This is an optimization exercise on Yosys and OpenROAD, whose aim is small area, a short achievable clock period and few clock cycles, not a production implementation.
Where RTL was checked, it was by simulation tests only, not by an equivalence proof against the original.
Power and IR drop assume default switching activity.

==> flow/design.v (excerpt) <==
module cache_top
(
    input  logic                    clk,
    input  logic                    proc_reset,
    input  logic                    proc_read,
    input  logic                    proc_write,
    input  logic [29:0]             proc_addr,
    input  logic [cache_geom_pkg::WORD_W-1:0]       proc_wdata,
    output logic [cache_geom_pkg::WORD_W-1:0]       proc_rdata,
    output logic                    proc_stall,
    output logic                    mem_read,
    output logic                    mem_write,
    output logic [cache_geom_pkg::BLOCK_ADDR_W-1:0] mem_addr,
    output logic [cache_geom_pkg::BLOCK_W-1:0]      mem_wdata,
    input  logic [cache_geom_pkg::BLOCK_W-1:0]      mem_rdata,
    input  logic                    mem_ready
);
clock: 6.0 ns
lec_check: 0
cap_margin: 20
core_margin: 2
core_utilization: 45
cts_buf_list: sky130_fd_sc_hd__clkbuf_4 sky130_fd_sc_hd__clkbuf_8
setup_slack_margin: 2.2
slew_margin: 20
standard.sh (not shown) runs the stock make flow with config.mk's settings and CLKGATE_MAP_FILE= SYNTH_SCRIPT=/design/flow/synth_recipe.tcl, a recipe that flattens the netlist after the stock synthesis.
==> flow/flow/run.sh <==
#!/bin/bash
# standard layout, with plain buf_1 cells as the port buffers
set -euo pipefail
bash standard.sh finish BUFFER_PORTS_ARGS="-buffer_cell sky130_fd_sc_hd__buf_1" > standard_flow.log 2>&1
Rerun with:
--- a/flow/config.mk
+++ b/flow/config.mk
@@ -11,2 +11 @@
-export CTS_BUF_LIST = sky130_fd_sc_hd__clkbuf_4 sky130_fd_sc_hd__clkbuf_8
-export SETUP_SLACK_MARGIN = 2.2
+export SETUP_SLACK_MARGIN = 2.8
The new run completed with no timing, DRC or antenna violations.
Count of clock-buffer cells in the layout rises by 3.
Design area rises by 8.9%.
Clock skew falls by 0.0066 ns.
Hold slack got worse by 0.022 ns.
Fmax rises by 1.0%.
Wire length rises by 8.3%.
Die area does not change.
Clock power rises by 47%.
Synthesized cell count is unchanged.
Rerun with:
==> flow/run.sh (new file) <==
#!/bin/bash
# synth_recipe.tcl (not shown) runs the flow's synth.tcl, then flattens the netlist and writes it again
# the make line also repeats each setting of config.mk as NAME=value (left out here)
make -C /OpenROAD-flow-scripts/flow DESIGN_CONFIG=/design/flow/config.mk WORK_HOME=/design/flow/orfs CLKGATE_MAP_FILE= SYNTH_SCRIPT=/design/flow/synth_recipe.tcl finish
removed: flow/flow/run.sh
removed: flow/standard.sh
The new run ran to the end with no violations. Wire length is higher by a few percent. Power is higher by a few percent. Global-route usage is higher by 2.0 points. Setup slack gets worse by 0.056 ns. Utilization is higher by 12 points. Synthesized cell count does not change. Count of clock-buffer cells in the layout is lower by 2.
Rerun with:
==> flow/flow/run.sh (new file) <==
#!/bin/bash
# standard layout, with plain buf_1 cells as the port buffers, and the
# standard synthesis with a delay-targeted ABC mapping script
set -euo pipefail
W=$(pwd)
cat > "$W/my_synth.tcl" <<EOT
proc abc {args} {
  set i [lsearch -exact \$args -script]
  if { \$i >= 0 } { lset args [expr {\$i+1}] $W/flow/abc_fast.script }
  yosys abc {*}\$args
}
source $W/synth_recipe.tcl
EOT
bash standard.sh SYNTH_SCRIPT="$W/my_synth.tcl" BUFFER_PORTS_ARGS="-buffer_cell sky130_fd_sc_hd__buf_1" finish > standard_flow.log 2>&1
==> flow/flow/abc_fast.script (new file) <==
strash
&get -n
&st
&dch
&nf -D 500
&put
topo
stime -c
buffer -c
upsize -c -D 500
dnsize -c -D 500
==> flow/standard.sh (new file) <==
#!/bin/bash
# synth_recipe.tcl (not shown) runs the flow's synth.tcl, then flattens the netlist and writes it again
# the make line also repeats each setting of config.mk as NAME=value (left out here)
make -C /OpenROAD-flow-scripts/flow DESIGN_CONFIG=/design/flow/config.mk WORK_HOME=/design/flow/orfs CLKGATE_MAP_FILE= SYNTH_SCRIPT=/design/flow/synth_recipe.tcl "${@:-finish}"
--- a/flow/config.mk
+++ b/flow/config.mk
@@ -11 +11,2 @@
-export SETUP_SLACK_MARGIN = 2.8
+export CTS_BUF_LIST = sky130_fd_sc_hd__clkbuf_4 sky130_fd_sc_hd__clkbuf_8
+export SETUP_SLACK_MARGIN = 2.2
removed: flow/run.sh
Cell count goes down by 5.1%.
Via count goes down by 5.9%.
Global-route usage goes down by 4.2 points.
Synthesized cell count goes up by 0.40%.
Sequential power hardly moves.
Routed wire length goes down by 15%.
Setup slack improves by 0.053 ns.
Core utilization goes down by 17 points.
Total power goes down by 16%.
Clock-buffer cell count goes down by 1.
Non-clock buffer count goes down by 58.
Function was not checked in any run of this note: the RTL went through the layout flow alone.

* * *

Another version of the RTL of cache_top (not shown whole).
Size in the first run: ~160 flip-flops.
==> flow/config.mk <==
export PLATFORM = sky130hd
export DESIGN_NAME = cache_top
export DESIGN_NICKNAME = cache_top
export VERILOG_FILES = /design/flow/design.v
export SDC_FILE = /design/flow/constraint.sdc
export NUM_CORES = 4
export LEC_CHECK = 0
export CAP_MARGIN = 20
export CORE_MARGIN = 2
export CORE_UTILIZATION = 45
export CTS_BUF_LIST = sky130_fd_sc_hd__clkbuf_4 sky130_fd_sc_hd__clkbuf_8
export SETUP_SLACK_MARGIN = 2.5
export SLEW_MARGIN = 20
export SYNTH_HIERARCHICAL = 1
==> flow/constraint.sdc <==
create_clock -name core_clock -period 6.0 [get_ports {clk}]
set_input_delay 1.2000 -clock core_clock [delete_from_list [all_inputs] [get_ports {clk}]]
set_output_delay 1.2000 -clock core_clock [all_outputs]
set_load 0.01 [all_outputs]
==> flow/flow/run.sh <==
#!/bin/bash
# standard layout, with plain buf_1 cells as the port buffers
set -euo pipefail
bash standard.sh finish BUFFER_PORTS_ARGS="-buffer_cell sky130_fd_sc_hd__buf_1" > standard_flow.log 2>&1
The starting point completed with no timing, DRC or antenna violations.
Testbench counts at the start, summed over its fixed seeds: cycles 62,883.
Change:
==> flow/flow/run.sh (replaced) <==
#!/bin/bash
# standard layout, with plain buf_1 cells as the port buffers, and slow
# low-power inverters and buffer-pairs kept out of timing repair
set -euo pipefail
W=$(pwd)
PLAT_DONT_USE=$(make -s -C "$FLOW_HOME" DESIGN_CONFIG="$W/config.mk" WORK_HOME="$W/orfs" print-DONT_USE_CELLS | sed -n 's/^DONT_USE_CELLS: *//p')
EXTRA="sky130_fd_sc_hd__clkinvlp_2 sky130_fd_sc_hd__clkinvlp_4 sky130_fd_sc_hd__bufbuf_8 sky130_fd_sc_hd__bufbuf_16 sky130_fd_sc_hd__clkdlybuf4s15_1 sky130_fd_sc_hd__clkdlybuf4s15_2 sky130_fd_sc_hd__clkdlybuf4s18_1 sky130_fd_sc_hd__clkdlybuf4s18_2 sky130_fd_sc_hd__clkdlybuf4s25_1 sky130_fd_sc_hd__clkdlybuf4s25_2 sky130_fd_sc_hd__clkdlybuf4s50_1 sky130_fd_sc_hd__clkdlybuf4s50_2"
echo "DONT_USE_CELLS=$PLAT_DONT_USE $EXTRA" > dont_use.log
bash standard.sh finish DONT_USE_CELLS="$PLAT_DONT_USE $EXTRA" BUFFER_PORTS_ARGS="-buffer_cell sky130_fd_sc_hd__buf_1" > standard_flow.log 2>&1
Settings changed: SETUP_SLACK_MARGIN 2.5 to 2.6.
Result:
- The changed run finished clean
- final area goes down by 3.6%
- sequential share of layout area grows by 1.6 points
- total power came out lower by 4.0%
- area after synthesis is about the same
- clock-buffer cell count is unchanged
Change:
==> flow/flow/run.sh (replaced) <==
#!/bin/bash
# standard layout, with plain buf_1 cells as the port buffers
set -euo pipefail
bash standard.sh finish BUFFER_PORTS_ARGS="-buffer_cell sky130_fd_sc_hd__buf_1" > standard_flow.log 2>&1
Settings changed: SETUP_SLACK_MARGIN 2.6 to 2.8.
Effect: The changed run passed the timing, design-rule and antenna checks. Total power rises by 1.5%. Register-to-register slack improves by 0.12 ns. Worst hold slack is about the same. Area after synthesis is about the same. Utilization is higher by 5.7 points. Fmax came out lower by about 0.8%. Synthesized cell count is unchanged. Clock power goes down by about 7%. Cell area grows by about 9%. Non-clock buffer count increases by 8. Wire length rose by about 5%.

* * *

build 78:
Starting RTL as in the previous note.
Settings: LEC_CHECK=0, CAP_MARGIN=20, CORE_MARGIN=2, CORE_UTILIZATION=45, CTS_BUF_LIST=sky130_fd_sc_hd__clkbuf_4 sky130_fd_sc_hd__clkbuf_8, SETUP_SLACK_MARGIN=2.0, SLEW_MARGIN=20, SYNTH_HIERARCHICAL=1; clock period 6.0 ns.
==> flow/flow/run.sh <==
#!/bin/bash
# standard layout, with plain buf_1 cells as the port buffers, and slow
# low-power inverters and buffer-pairs kept out of timing repair
set -euo pipefail
W=$(pwd)
PLAT_DONT_USE=$(make -s -C "$FLOW_HOME" DESIGN_CONFIG="$W/config.mk" WORK_HOME="$W/orfs" print-DONT_USE_CELLS | sed -n 's/^DONT_USE_CELLS: *//p')
EXTRA="sky130_fd_sc_hd__clkinvlp_2 sky130_fd_sc_hd__clkinvlp_4 sky130_fd_sc_hd__bufbuf_8 sky130_fd_sc_hd__bufbuf_16 sky130_fd_sc_hd__clkdlybuf4s15_1 sky130_fd_sc_hd__clkdlybuf4s15_2 sky130_fd_sc_hd__clkdlybuf4s18_1 sky130_fd_sc_hd__clkdlybuf4s18_2 sky130_fd_sc_hd__clkdlybuf4s25_1 sky130_fd_sc_hd__clkdlybuf4s25_2 sky130_fd_sc_hd__clkdlybuf4s50_1 sky130_fd_sc_hd__clkdlybuf4s50_2"
echo "DONT_USE_CELLS=$PLAT_DONT_USE $EXTRA" > dont_use.log
bash standard.sh finish DONT_USE_CELLS="$PLAT_DONT_USE $EXTRA" BUFFER_PORTS_ARGS="-buffer_cell sky130_fd_sc_hd__buf_1" > standard_flow.log 2>&1
Testbench counts of build 78, summed over its fixed seeds: cycles 62,883.
> inputs changed (build 78 -> build 54)
- CORE_UTILIZATION: 45 -> 65
- SETUP_SLACK_MARGIN: 2.0 -> 2.5
==> run notes <==
- Critical path capture point: proc_rdata[31] -> build 78, proc_rdata[8] -> build 54
- Going from build 78 to build 54, initial antenna violation count held steady, wire length closely matched the old numbers.
- Going from build 78 to build 54, area of all placed cells without fillers held, sum of negative setup slack flat.
- Of the two values seen for slowest cell on the critical path, a22oi_1 was produced by build 54 and buf_2 by build 78.
Relative to build 54, the following input files were edited for build 28:
- swapping 65 for 45 in CORE_UTILIZATION
- putting CTS_CLUSTER_SIZE at 30 where nothing was set
- putting CTS_CLUSTER_DIAMETER at 100 where nothing was set
[summary]
In the tables for build 28 and build 54, die area reads lower with build 54. Re synthesized cell count: no difference whatsoever between build 28 and build 54. No stage failed in build 28, and the final checks on the layout all came back clean. On final wirelength, build 28 and build 54 are basically level. Build 28 against build 54: core utilization saw a decrease, total power draw stayed essentially flat, cell area increased 68 sq um.
For build 47, these inputs were changed with respect to build 28:
- CTS_CLUSTER_DIAMETER removed (was 100)
- SETUP_SLACK_MARGIN changed from 2.5 to 2.7
- CTS_CLUSTER_SIZE removed (was 30)
--- outcome ---
Relative to build 28, via count has increased by about 3% in build 47. Build 47 against build 28: total detailed-routing wirelength saw an increase, period utilization saw a decrease, register-to-register slack saw a decrease, xor/xnor share of the synthesized area saw little to no change.
Inputs modified between build 47 and build 64:
- swapping 2.7 for 2.5 in SETUP_SLACK_MARGIN
### Flow results
- Comparing build 64 and build 47, the higher global-route track usage on met3 is on build 47.
- Between build 64 and build 47, the sequential-cell power consumption does not differ in any meaningful way.
- Between build 64 and build 47, the difference in sequential cell count is negligible.
- Compared to build 47, build 64 has part of the power in registers 1.9 points higher.
- The synthesized cell count was comparable across build 64 and build 47.
- Diff build 47 -> build 64: post-detailed-routing wire length dropped about 5.5%; cell depth of the worst hold path flat.

* * *

Setup of wip/amber:
Another version of the RTL of cache_top (not shown whole).
Size in the first run: about 590 cells after synthesis, ~160 flip-flops.
Settings: LEC_CHECK=0, CAP_MARGIN=20, CORE_MARGIN=2, CORE_UTILIZATION=45, CTS_BUF_LIST=sky130_fd_sc_hd__clkbuf_4 sky130_fd_sc_hd__clkbuf_8, SETUP_SLACK_MARGIN=2.8, SLEW_MARGIN=20; clock period 6.0 ns.
==> flow/flow/run.sh <==
#!/bin/bash
# standard layout, with plain buf_1 cells as the port buffers, and the
# standard synthesis with a delay-targeted ABC mapping script
set -euo pipefail
W=$(pwd)
cat > "$W/my_synth.tcl" <<EOT
proc abc {args} {
  set i [lsearch -exact \$args -script]
  if { \$i >= 0 } { lset args [expr {\$i+1}] $W/flow/abc_fast.script }
  yosys abc {*}\$args
}
source $W/synth_recipe.tcl
EOT
bash standard.sh SYNTH_SCRIPT="$W/my_synth.tcl" BUFFER_PORTS_ARGS="-buffer_cell sky130_fd_sc_hd__buf_1" finish > standard_flow.log 2>&1
==> flow/flow/abc_fast.script <==
strash
&get -n
&st
&dch
&nf -D 500
&put
topo
stime -c
buffer -c
upsize -c -D 500
dnsize -c -D 500
wip/amber has completed all stages; timing, DRC and antenna checks passed.
Input-level comparison between wip/raven and wip/amber:
- changing SETUP_SLACK_MARGIN from 2.8 to 2.5
[summary]
Re time the final worst path needs with I/O delays and setup: wip/raven and wip/amber aren't equal, and the higher value belongs to wip/amber. Diff wip/amber..wip/raven | synthesized netlist net count | unchanged. Looking at final area across wip/raven and wip/amber, the one that comes out higher is wip/amber.
No functional check of the RTL was part of any run of this note.

port drivers added, routing unchanged:
The results above use ideal ports. As a check the final layouts listed here were re-extracted and re-timed, cells and wires unchanged.
Step 1, drivers: a clkbuf_16 drives clk and a buf_2 each remaining input, both assumed.
Step 2, shift: input delay + t, output delay - t, t = (earliest + latest rising clock arrival at the registers) / 2. This alone moves slack from input paths to output paths.
a / b / c = ideal ports / drivers / drivers and shift; a / b = the first two.
run | t (ns) | slack for setup (ns) | worst hold slack (ns) | cell pins on the clock port's net
the first run of note 1 | 0.477 | 2.196 / 2.157 / 2.129 | 0.512 / 0.512 / 0.512 | 1
the second run of note 1 | 0.466 | 2.234 / 1.879 / 1.879 | 0.490 / 0.490 / 0.490 | 1
the third run of note 1 | 0.472 | 2.178 / 1.933 / 1.933 | 0.489 / 0.489 / 0.489 | 1
the fourth run of note 1 | 0.484 | 2.231 / 2.085 / 2.085 | 0.539 / 0.539 / 0.539 | 1
the first run of note 2 | 0.492 | 2.443 / 2.368 / 2.368 | 0.484 / 0.484 / 0.484 | 1
the second run of note 2 | 0.490 | 2.602 / 2.513 / 2.340 | 0.490 / 0.490 / 0.490 | 1
the third run of note 2 | 0.490 | 2.574 / 2.474 / 2.474 | 0.489 / 0.489 / 0.489 | 1
build 78 | 0.491 | 2.167 / 2.109 / 2.024 | 0.490 / 0.490 / 0.490 | 1
build 54 | 0.487 | 2.524 / 2.437 / 2.434 | 0.488 / 0.488 / 0.488 | 1
build 28 | 0.491 | 2.564 / 2.489 / 2.393 | 0.490 / 0.490 / 0.490 | 1
build 47 | 0.490 | 2.669 / 2.510 / 2.318 | 0.500 / 0.500 / 0.500 | 1
build 64 | 0.491 | 2.564 / 2.489 / 2.393 | 0.490 / 0.490 / 0.490 | 1
wip/amber | 0.492 | 2.095 / 2.066 / 1.901 | 0.560 / 0.560 / 0.560 | 1
wip/raven | 0.506 | 2.227 / 2.161 / 2.161 | 0.602 / 0.602 / 0.602 | 1
After both steps every run listed still meets setup and hold. For the second run of note 1, which loses most, drivers alone change the setup slack by -0.355 ns; drivers and shift together by -0.355 ns.
